From an optimization exercise on the open Yosys and OpenROAD flow, aimed at small area, a short achievable clock period and few clock cycles; shortcuts taken in it are not production practice. The RTL was checked by simulation tests, not by an equivalence proof against the original design.

==> run B: inputs <==
==> flow/design.v <==
`default_nettype none
package shell_pkg;
    localparam int ADDR_W     = 20;
    localparam int DATA_W     = 32;
    localparam int STRB_W     = DATA_W / 8;
    localparam int N_IRQ      = 16;
    localparam int MGMT_OFS_W = 16;
    localparam logic [ADDR_W-1:0] REGION0_BASE = 20'h0_0000;
    localparam logic [ADDR_W-1:0] REGION0_MASK = 20'hC_0000;
    localparam logic [ADDR_W-1:0] REGION1_BASE = 20'h4_0000;
    localparam logic [ADDR_W-1:0] REGION1_MASK = 20'hF_0000;
    localparam logic [ADDR_W-1:0] REGION2_BASE = 20'h5_0000;
    localparam logic [ADDR_W-1:0] REGION2_MASK = 20'hF_0000;
    localparam logic [MGMT_OFS_W-1:0] FW_CTRL_OFS    = 16'h0000;
    localparam logic [MGMT_OFS_W-1:0] FW_BLOCKED_OFS = 16'h0004;
    localparam int EMU_NREGS      = 16;
    localparam int EMU_IRQ_IDX    = 0;
    localparam int EMU_FINISH_IDX = 1;
    typedef enum logic [1:0] {
        RESP_OKAY   = 2'd0,
        RESP_SLVERR = 2'd2,
        RESP_DECERR = 2'd3
    } axil_resp_e;
    typedef enum logic [1:0] {
        REG_EMU,
        REG_CLKGEN,
        REG_MGMT,
        REG_NONE
    } region_e;
    typedef enum logic [1:0] {
        ST_IDLE,
        ST_REQ,
        ST_WAIT,
        ST_RESP
    } xact_state_e;
    typedef struct packed {
        logic [ADDR_W-1:0] addr;
        logic              write;
        logic [DATA_W-1:0] wdata;
        logic [STRB_W-1:0] wstrb;
    } axil_req_t;
    typedef struct packed {
        logic [DATA_W-1:0] rdata;
        axil_resp_e        resp;
    } axil_rsp_t;
endpackage
`default_nettype wire
`default_nettype none
module shell_top (
    input  logic        aclk,
    input  logic        aresetn,
    input  logic        req_valid_i,
    input  logic [56:0] req_i,
    output logic        req_ready_o,
    output logic        rsp_valid_o,
    output logic [33:0] rsp_o,
    input  logic        rsp_ready_i,
    output logic [15:0] irq_o,
    output logic        finish_o
);
    logic [19:0] addr;
    logic        wr;
    logic [31:0] wdata;
    logic [3:0]  wstrb;
    logic [3:0]  idx;
    assign addr  = req_i[56:37];
    assign wr    = req_i[36];
    assign wdata = req_i[35:4];
    assign wstrb = req_i[3:0];
    assign idx   = addr[5:2];
    logic        rsp_valid_q;
    logic        rsp_idle_q;     
    logic        rsp_free;       
    logic [33:0] rsp_q;
    logic        decouple_q;
    logic [31:0] blocked_cnt_q;
    logic        blocked_inc_q;
    logic [31:0] blocked_cnt;    
    logic [31:0] rd_val;         
    logic        accept;
    logic        in_emu, in_mgmt, ofs_ctrl, ofs_blk;
    logic        emu_ok, emu_blk;
    logic [33:0] rsp_d;
    assign in_emu   = (addr[19:18] == 2'b00);
    assign in_mgmt  = (addr[19:16] == 4'h5);
    assign ofs_ctrl = in_mgmt && (addr[15:0] == 16'h0000);
    assign ofs_blk  = in_mgmt && (addr[15:0] == 16'h0004);
    assign emu_ok   = in_emu && !decouple_q;
    assign emu_blk  = in_emu && decouple_q;
    assign req_ready_o = rsp_idle_q || rsp_ready_i;
    assign rsp_free    = !rsp_valid_q || rsp_ready_i;
    assign accept      = req_valid_i && rsp_free;
    assign rsp_valid_o = rsp_valid_q;
    assign rsp_o       = rsp_q;
    always_comb begin
        if (emu_ok)
            rsp_d = {rd_val, shell_pkg::RESP_OKAY};
        else if (ofs_ctrl)
            rsp_d = {31'b0, decouple_q, shell_pkg::RESP_OKAY};
        else if (ofs_blk)
            rsp_d = {blocked_cnt, shell_pkg::RESP_OKAY};
        else if (emu_blk || in_mgmt)
            rsp_d = {32'b0, shell_pkg::RESP_SLVERR};
        else
            rsp_d = {32'b0, shell_pkg::RESP_DECERR};
    end
    always_ff @(posedge aclk or negedge aresetn) begin
        if (!aresetn) begin
            rsp_valid_q <= 1'b0;
            rsp_idle_q  <= 1'b1;
        end else if (rsp_free) begin
            rsp_valid_q <= req_valid_i;
            rsp_idle_q  <= !req_valid_i;
        end
    end
    always_ff @(posedge aclk) begin
        if (rsp_free)
            rsp_q <= rsp_d;
    end
    assign blocked_cnt = blocked_cnt_q + {31'b0, blocked_inc_q};
    always_ff @(posedge aclk or negedge aresetn) begin
        if (!aresetn) begin
            decouple_q    <= 1'b0;
            blocked_inc_q <= 1'b0;
            blocked_cnt_q <= '0;
        end else begin
            if (accept && ofs_ctrl && wr && wstrb[0])
                decouple_q <= wdata[0];
            blocked_inc_q <= accept && emu_blk;
            blocked_cnt_q <= blocked_cnt;
        end
    end
    localparam logic [31:0] HARD0 = 32'h0000_FFFF;   
    localparam logic [31:0] HARD1 = 32'h0000_0001;   
    logic [15:0] vld_q;
    logic [31:0] dat_q [16];
    logic [31:0] wmask;
    logic [31:0] wval;
    logic        wr_en;
    for (genvar b = 0; b < 4; b++) begin : g_mask
        assign wmask[8*b +: 8] = {8{wstrb[b]}};
    end
    assign wval  = wdata & wmask;
    assign wr_en = accept && emu_ok && wr;
    always_ff @(posedge aclk or negedge aresetn) begin
        if (!aresetn)
            vld_q <= '0;
        else if (wr_en)
            vld_q[idx] <= 1'b1;
    end
    for (genvar i = 0; i < 16; i++) begin : g_reg
        for (genvar k = 0; k < 32; k++) begin : g_bit
            if ((i == 0 && HARD0[k]) || (i == 1 && HARD1[k])) begin : g_hard
                always_ff @(posedge aclk or negedge aresetn) begin
                    if (!aresetn)
                        dat_q[i][k] <= 1'b0;
                    else if (wr_en && idx == i && wstrb[k/8])
                        dat_q[i][k] <= wdata[k];
                end
            end else begin : g_soft
                always_ff @(posedge aclk) begin
                    if (wr_en && idx == i && (wstrb[k/8] || !vld_q[i]))
                        dat_q[i][k] <= wval[k];
                end
            end
        end
    end
    logic [15:0] vld_b0, vld_lo;
    assign vld_b0 = vld_q | 16'h0003;
    assign vld_lo = vld_q | 16'h0001;
    assign rd_val = dat_q[idx] & {{16{vld_q[idx]}}, {15{vld_lo[idx]}}, vld_b0[idx]};
    assign irq_o    = dat_q[0][15:0];
    assign finish_o = dat_q[1][0];
endmodule
`default_nettype wire
==> flow/flow/run.sh <==
#!/bin/bash
# The standard layout, with plain buffers (not delay cells) on the ports.
set -euo pipefail
export BUFFER_PORTS_ARGS="-buffer_cell sky130_fd_sc_hd__buf_2"
bash standard.sh > standard.log 2>&1
==> flow/standard.sh <==
#!/bin/bash
# synth_recipe.tcl (not shown) runs the flow's synth.tcl, then flattens the netlist and writes it again
# the make line also repeats each setting of config.mk as NAME=value (left out here)
make -C /OpenROAD-flow-scripts/flow DESIGN_CONFIG=/design/flow/config.mk WORK_HOME=/design/flow/orfs CLKGATE_MAP_FILE= SYNTH_SCRIPT=/design/flow/synth_recipe.tcl "${@:-finish}"
==> flow/config.mk <==
export PLATFORM = sky130hd
export DESIGN_NAME = shell_top
export DESIGN_NICKNAME = shell_top
export VERILOG_FILES = /design/flow/design.v
export SDC_FILE = /design/flow/constraint.sdc
export NUM_CORES = 4
export LEC_CHECK = 0
export CAP_MARGIN = 20
export CORE_MARGIN = 2
export CORE_UTILIZATION = 40
export PLACE_DENSITY = 0.6
export SETUP_SLACK_MARGIN = 2.75
export SLEW_MARGIN = 20
==> flow/constraint.sdc <==
create_clock -name core_clock -period 5.0 [get_ports {aclk}]
set_input_delay 1.0000 -clock core_clock [delete_from_list [all_inputs] [get_ports {aclk}]]
set_output_delay 1.0000 -clock core_clock [all_outputs]
set_load 0.01 [all_outputs]
==> run G: changes against run B <==
--- a/flow/design.v
+++ b/flow/design.v
@@ -46,6 +46,84 @@
 endpackage
 `default_nettype wire
 `default_nettype none
+module shell_decode (
+    input  logic [19:0] addr,
+    input  logic        decouple,
+    input  logic [15:0] vld,
+    output logic        in_emu,
+    output logic        in_mgmt,
+    output logic        ofs_ctrl,
+    output logic        ofs_blk,
+    output logic        emu_ok,
+    output logic        emu_blk,
+    output logic [15:0] row,        
+    output logic [15:0] sel_soft,   
+    output logic [15:0] sel_lo,     
+    output logic [15:0] sel_b0      
+);
+    assign in_emu   = (addr[19:18] == 2'b00);
+    assign in_mgmt  = (addr[19:16] == 4'h5);
+    assign ofs_ctrl = in_mgmt && (addr[15:0] == 16'h0000);
+    assign ofs_blk  = in_mgmt && (addr[15:0] == 16'h0004);
+    assign emu_ok   = in_emu && !decouple;
+    assign emu_blk  = in_emu && decouple;
+    logic [3:0] lo, hi;
+    shell_predecode u_pre (
+        .addr     (addr),
+        .decouple (decouple),
+        .lo       (lo),
+        .hi       (hi)
+    );
+    for (genvar i = 0; i < 16; i++) begin : g_row
+        assign row[i]      = lo[i % 4] && hi[i / 4];
+        assign sel_soft[i] = row[i] && vld[i];
+        assign sel_lo[i]   = row[i] && (vld[i] || i == 0);
+        assign sel_b0[i]   = row[i] && (vld[i] || i < 2);
+    end
+endmodule
+module shell_predecode (
+    input  logic [19:0] addr,
+    input  logic        decouple,
+    output logic [3:0]  lo,
+    output logic [3:0]  hi
+);
+    for (genvar j = 0; j < 4; j++) begin : g_pre
+        assign lo[j] = (addr[3:2] == j);
+        assign hi[j] = (addr[5:4] == j) && (addr[19:18] == 2'b00) && !decouple;
+    end
+endmodule
+`default_nettype wire
+`default_nettype none
+module shell_read (
+    input  logic [15:0]  sel_soft,
+    input  logic [15:0]  sel_lo,
+    input  logic [15:0]  sel_b0,
+    input  logic [511:0] regs,       
+    input  logic         sel_cnt,
+    input  logic [31:0]  cnt,
+    input  logic         ctrl_bit,   
+    output logic [31:0]  rdata
+);
+    for (genvar k = 0; k < 32; k++) begin : g_bit
+        logic [15:0] col;
+        logic [15:0] sel;
+        for (genvar i = 0; i < 16; i++) begin : g_col
+            assign col[i] = regs[32*i + k];
+        end
+        if (k == 0)
+            assign sel = sel_b0;
+        else if (k < 16)
+            assign sel = sel_lo;
+        else
+            assign sel = sel_soft;
+        if (k == 0)
+            assign rdata[k] = (|(col & sel)) | (sel_cnt & cnt[k]) | ctrl_bit;
+        else
+            assign rdata[k] = (|(col & sel)) | (sel_cnt & cnt[k]);
+    end
+endmodule
+`default_nettype wire
+`default_nettype none
 module shell_top (
     input  logic        aclk,
     input  logic        aresetn,
@@ -68,6 +146,8 @@
     assign wdata = req_i[35:4];
     assign wstrb = req_i[3:0];
     assign idx   = addr[5:2];
+    localparam logic [31:0] HARD0 = 32'h0000_FFFF;   
+    localparam logic [31:0] HARD1 = 32'h0000_0001;   
     logic        rsp_valid_q;
     logic        rsp_idle_q;     
     logic        rsp_free;       
@@ -76,34 +156,51 @@
     logic [31:0] blocked_cnt_q;
     logic        blocked_inc_q;
     logic [31:0] blocked_cnt;    
-    logic [31:0] rd_val;         
+    logic [15:0] vld_q;
+    logic [31:0] dat_q [16];
     logic        accept;
     logic        in_emu, in_mgmt, ofs_ctrl, ofs_blk;
     logic        emu_ok, emu_blk;
-    logic [33:0] rsp_d;
-    assign in_emu   = (addr[19:18] == 2'b00);
-    assign in_mgmt  = (addr[19:16] == 4'h5);
-    assign ofs_ctrl = in_mgmt && (addr[15:0] == 16'h0000);
-    assign ofs_blk  = in_mgmt && (addr[15:0] == 16'h0004);
-    assign emu_ok   = in_emu && !decouple_q;
-    assign emu_blk  = in_emu && decouple_q;
+    logic [15:0] row;            
+    logic [15:0] sel_soft, sel_lo, sel_b0;
+    logic [511:0] regs_flat;
+    logic [31:0] rdata;
+    logic [1:0]  resp;
+    shell_decode u_decode (
+        .addr     (addr),
+        .decouple (decouple_q),
+        .vld      (vld_q),
+        .in_emu   (in_emu),
+        .in_mgmt  (in_mgmt),
+        .ofs_ctrl (ofs_ctrl),
+        .ofs_blk  (ofs_blk),
+        .emu_ok   (emu_ok),
+        .emu_blk  (emu_blk),
+        .row      (row),
+        .sel_soft (sel_soft),
+        .sel_lo   (sel_lo),
+        .sel_b0   (sel_b0)
+    );
     assign req_ready_o = rsp_idle_q || rsp_ready_i;
     assign rsp_free    = !rsp_valid_q || rsp_ready_i;
     assign accept      = req_valid_i && rsp_free;
     assign rsp_valid_o = rsp_valid_q;
     assign rsp_o       = rsp_q;
-    always_comb begin
-        if (emu_ok)
-            rsp_d = {rd_val, shell_pkg::RESP_OKAY};
-        else if (ofs_ctrl)
-            rsp_d = {31'b0, decouple_q, shell_pkg::RESP_OKAY};
-        else if (ofs_blk)
-            rsp_d = {blocked_cnt, shell_pkg::RESP_OKAY};
-        else if (emu_blk || in_mgmt)
-            rsp_d = {32'b0, shell_pkg::RESP_SLVERR};
-        else
-            rsp_d = {32'b0, shell_pkg::RESP_DECERR};
-    end
+    for (genvar i = 0; i < 16; i++) begin : g_flat
+        assign regs_flat[32*i +: 32] = dat_q[i];
+    end
+    shell_read u_read (
+        .sel_soft (sel_soft),
+        .sel_lo   (sel_lo),
+        .sel_b0   (sel_b0),
+        .regs     (regs_flat),
+        .sel_cnt  (ofs_blk),
+        .cnt      (blocked_cnt),
+        .ctrl_bit (ofs_ctrl && decouple_q),
+        .rdata    (rdata)
+    );
+    assign resp[1] = !(emu_ok || ofs_ctrl || ofs_blk);
+    assign resp[0] = !(in_emu || in_mgmt);
     always_ff @(posedge aclk or negedge aresetn) begin
         if (!aresetn) begin
             rsp_valid_q <= 1'b0;
@@ -115,7 +212,7 @@
     end
     always_ff @(posedge aclk) begin
         if (rsp_free)
-            rsp_q <= rsp_d;
+            rsp_q <= {rdata, resp};
     end
     assign blocked_cnt = blocked_cnt_q + {31'b0, blocked_inc_q};
     always_ff @(posedge aclk or negedge aresetn) begin
@@ -130,23 +227,19 @@
             blocked_cnt_q <= blocked_cnt;
         end
     end
-    localparam logic [31:0] HARD0 = 32'h0000_FFFF;   
-    localparam logic [31:0] HARD1 = 32'h0000_0001;   
-    logic [15:0] vld_q;
-    logic [31:0] dat_q [16];
     logic [31:0] wmask;
     logic [31:0] wval;
-    logic        wr_en;
+    logic [15:0] wrow;
     for (genvar b = 0; b < 4; b++) begin : g_mask
         assign wmask[8*b +: 8] = {8{wstrb[b]}};
     end
-    assign wval  = wdata & wmask;
-    assign wr_en = accept && emu_ok && wr;
+    assign wval = wdata & wmask;
+    assign wrow = row & {16{accept && wr}};
     always_ff @(posedge aclk or negedge aresetn) begin
         if (!aresetn)
             vld_q <= '0;
-        else if (wr_en)
-            vld_q[idx] <= 1'b1;
+        else
+            vld_q <= vld_q | wrow;
     end
     for (genvar i = 0; i < 16; i++) begin : g_reg
         for (genvar k = 0; k < 32; k++) begin : g_bit
@@ -154,21 +247,17 @@
                 always_ff @(posedge aclk or negedge aresetn) begin
                     if (!aresetn)
                         dat_q[i][k] <= 1'b0;
-                    else if (wr_en && idx == i && wstrb[k/8])
+                    else if (wrow[i] && wstrb[k/8])
                         dat_q[i][k] <= wdata[k];
                 end
             end else begin : g_soft
                 always_ff @(posedge aclk) begin
-                    if (wr_en && idx == i && (wstrb[k/8] || !vld_q[i]))
+                    if (wrow[i] && (wstrb[k/8] || !vld_q[i]))
                         dat_q[i][k] <= wval[k];
                 end
             end
         end
     end
-    logic [15:0] vld_b0, vld_lo;
-    assign vld_b0 = vld_q | 16'h0003;
-    assign vld_lo = vld_q | 16'h0001;
-    assign rd_val = dat_q[idx] & {{16{vld_q[idx]}}, {15{vld_lo[idx]}}, vld_b0[idx]};
     assign irq_o    = dat_q[0][15:0];
     assign finish_o = dat_q[1][0];
 endmodule
==> flow/flow/run.sh (replaced) <==
#!/bin/bash
# The standard layout, with plain buffers (not delay cells) on the ports,
# a clock tree of smaller buffers without dummy loads, and a setup margin for
# timing repair that is larger at global routing than before it.
set -euo pipefail
export BUFFER_PORTS_ARGS="-buffer_cell sky130_fd_sc_hd__buf_2"
export CTS_ARGS="-sink_clustering_enable -repair_clock_nets -dont_use_dummy_load -buf_list {sky130_fd_sc_hd__clkbuf_8} -sink_clustering_size 16 -sink_clustering_max_diameter 60"
SETUP_SLACK_MARGIN=2.5 bash standard.sh synth floorplan place cts > standard_1.log 2>&1
SETUP_SLACK_MARGIN=2.65 bash standard.sh grt > standard_2.log 2>&1
bash standard.sh finish > standard_3.log 2>&1
SETUP_SLACK_MARGIN = not set   (was 2.75)
SYNTH_HIERARCHICAL = 1   (was not set)
SYNTH_MINIMUM_KEEP_SIZE = 0   (was not set)
==> run H: changes against run B <==
==> flow/design.v (replaced) <==
`default_nettype none
package shell_pkg;
    localparam int ADDR_W     = 20;
    localparam int DATA_W     = 32;
    localparam int STRB_W     = DATA_W / 8;
    localparam int N_IRQ      = 16;
    localparam int MGMT_OFS_W = 16;
    localparam logic [ADDR_W-1:0] REGION0_BASE = 20'h0_0000;
    localparam logic [ADDR_W-1:0] REGION0_MASK = 20'hC_0000;
    localparam logic [ADDR_W-1:0] REGION1_BASE = 20'h4_0000;
    localparam logic [ADDR_W-1:0] REGION1_MASK = 20'hF_0000;
    localparam logic [ADDR_W-1:0] REGION2_BASE = 20'h5_0000;
    localparam logic [ADDR_W-1:0] REGION2_MASK = 20'hF_0000;
    localparam logic [MGMT_OFS_W-1:0] FW_CTRL_OFS    = 16'h0000;
    localparam logic [MGMT_OFS_W-1:0] FW_BLOCKED_OFS = 16'h0004;
    localparam int EMU_NREGS      = 16;
    localparam int EMU_IRQ_IDX    = 0;
    localparam int EMU_FINISH_IDX = 1;
    typedef enum logic [1:0] {
        RESP_OKAY   = 2'd0,
        RESP_SLVERR = 2'd2,
        RESP_DECERR = 2'd3
    } axil_resp_e;
    typedef enum logic [1:0] {
        REG_EMU,
        REG_CLKGEN,
        REG_MGMT,
        REG_NONE
    } region_e;
    typedef enum logic [1:0] {
        ST_IDLE,
        ST_REQ,
        ST_WAIT,
        ST_RESP
    } xact_state_e;
    typedef struct packed {
        logic [ADDR_W-1:0] addr;
        logic              write;
        logic [DATA_W-1:0] wdata;
        logic [STRB_W-1:0] wstrb;
    } axil_req_t;
    typedef struct packed {
        logic [DATA_W-1:0] rdata;
        axil_resp_e        resp;
    } axil_rsp_t;
endpackage
`default_nettype wire
`default_nettype none
module shell_top (
    input  logic        aclk,
    input  logic        aresetn,
    input  logic        req_valid_i,
    input  logic [56:0] req_i,
    output logic        req_ready_o,
    output logic        rsp_valid_o,
    output logic [33:0] rsp_o,
    input  logic        rsp_ready_i,
    output logic [15:0] irq_o,
    output logic        finish_o
);
    logic [19:0] addr;
    logic        wr;
    logic [31:0] wdata;
    logic [3:0]  wstrb;
    logic [3:0]  idx;
    assign addr  = req_i[56:37];
    assign wr    = req_i[36];
    assign wdata = req_i[35:4];
    assign wstrb = req_i[3:0];
    assign idx   = addr[5:2];
    logic        rsp_valid_q;
    logic [33:0] rsp_q;
    logic        decouple_q;
    logic [31:0] blocked_cnt_q;
    logic [31:0] regs_q [16];
    logic        accept;
    logic        in_emu, in_mgmt, ofs_ctrl, ofs_blk;
    logic        emu_ok, emu_blk;
    logic [33:0] rsp_d;
    assign in_emu   = (addr[19:18] == 2'b00);
    assign in_mgmt  = (addr[19:16] == 4'h5);
    assign ofs_ctrl = in_mgmt && (addr[15:0] == 16'h0000);
    assign ofs_blk  = in_mgmt && (addr[15:0] == 16'h0004);
    assign emu_ok   = in_emu && !decouple_q;
    assign emu_blk  = in_emu && decouple_q;
    assign req_ready_o = !rsp_valid_q || rsp_ready_i;
    assign accept      = req_valid_i && req_ready_o;
    assign rsp_valid_o = rsp_valid_q;
    assign rsp_o       = rsp_q;
    always_comb begin
        if (emu_ok)
            rsp_d = {regs_q[idx], shell_pkg::RESP_OKAY};
        else if (ofs_ctrl)
            rsp_d = {31'b0, decouple_q, shell_pkg::RESP_OKAY};
        else if (ofs_blk)
            rsp_d = {blocked_cnt_q, shell_pkg::RESP_OKAY};
        else if (emu_blk || in_mgmt)
            rsp_d = {32'b0, shell_pkg::RESP_SLVERR};
        else
            rsp_d = {32'b0, shell_pkg::RESP_DECERR};
    end
    always_ff @(posedge aclk or negedge aresetn) begin
        if (!aresetn)
            rsp_valid_q <= 1'b0;
        else if (req_ready_o)
            rsp_valid_q <= req_valid_i;
    end
    always_ff @(posedge aclk) begin
        if (req_ready_o)
            rsp_q <= rsp_d;
    end
    always_ff @(posedge aclk or negedge aresetn) begin
        if (!aresetn) begin
            decouple_q    <= 1'b0;
            blocked_cnt_q <= '0;
        end else if (accept) begin
            if (ofs_ctrl && wr && wstrb[0])
                decouple_q <= wdata[0];
            if (emu_blk)
                blocked_cnt_q <= blocked_cnt_q + 1'b1;
        end
    end
    always_ff @(posedge aclk or negedge aresetn) begin
        if (!aresetn) begin
            for (int i = 0; i < 16; i++)
                regs_q[i] <= '0;
        end else if (accept && emu_ok && wr) begin
            for (int b = 0; b < 4; b++) begin
                if (wstrb[b])
                    regs_q[idx][8*b +: 8] <= wdata[8*b +: 8];
            end
        end
    end
    assign irq_o    = regs_q[0][15:0];
    assign finish_o = regs_q[1][0];
endmodule
`default_nettype wire
==> flow/run.sh (new file) <==
#!/bin/bash
# synth_recipe.tcl (not shown) runs the flow's synth.tcl, then flattens the netlist and writes it again
# the make line also repeats each setting of config.mk as NAME=value (left out here)
make -C /OpenROAD-flow-scripts/flow DESIGN_CONFIG=/design/flow/config.mk WORK_HOME=/design/flow/orfs CLKGATE_MAP_FILE= SYNTH_SCRIPT=/design/flow/synth_recipe.tcl finish
SETUP_SLACK_MARGIN = not set   (was 2.75)
removed: flow/flow/run.sh
removed: flow/standard.sh
==> notes <==
Run G completed with no timing, DRC or antenna violations. Run B completed with no timing, DRC or antenna violations. Run H completed with no timing, DRC or antenna violations. The lowest synthesized area belongs to run G, the highest to run H. Against run G, the register-to-register slack of run H is lower by 390 ps. Fmax: run H < run G < run B. Of run B and run G, run B has the higher synthesized cell count (gap about 15%, measured against run G). In run H the clock skew is lower than in run G, by 36 ps. The highest cell area belongs to run B, the lowest to run G. Critical path depth, lowest first: run H, run G, run B.
Testbench counts of run B, summed over its fixed seeds: cycles 2,408.
Testbench counts of run G, summed over its fixed seeds: cycles 2,408.
Testbench counts of run H, summed over its fixed seeds: cycles 2,408.

==> static timing again, ports no longer ideal <==
Ports are ideal in the flow. The routed layouts listed here were re-timed in OpenROAD.
Step 1 (the two cells are an assumption about what drives the block):
set clk [get_ports {aclk}]
set_driving_cell -lib_cell sky130_fd_sc_hd__clkbuf_16 $clk
set_driving_cell -lib_cell sky130_fd_sc_hd__buf_2 [delete_from_list [all_inputs] $clk]
Step 2 also shifts input and output timing later by t, the mid clock arrival at the registers, as if the neighbouring blocks saw the same clock.
Slacks: ideal ports / drivers / drivers and shift; pairs: ideal ports / drivers.
| run | t (ns) | setup slack, ns | worst setup path after step 2 | clock arrival spread, ns |
|---|---|---|---|---|
| run B | 0.691 | 2.535 / 2.445 / 1.754 | input to register | 0.022 / 0.022 |
| run G | 0.686 | 2.350 / 2.381 / 1.694 | input to register | 0.057 / 0.057 |
| run H | 0.696 | 1.376 / 1.348 / 0.834 | input to register | 0.022 / 0.022 |
After both steps setup and hold are still met in every run listed. The setup slack of run B, which loses most, moves by -0.090 ns with the drivers and by -0.781 ns with both steps.
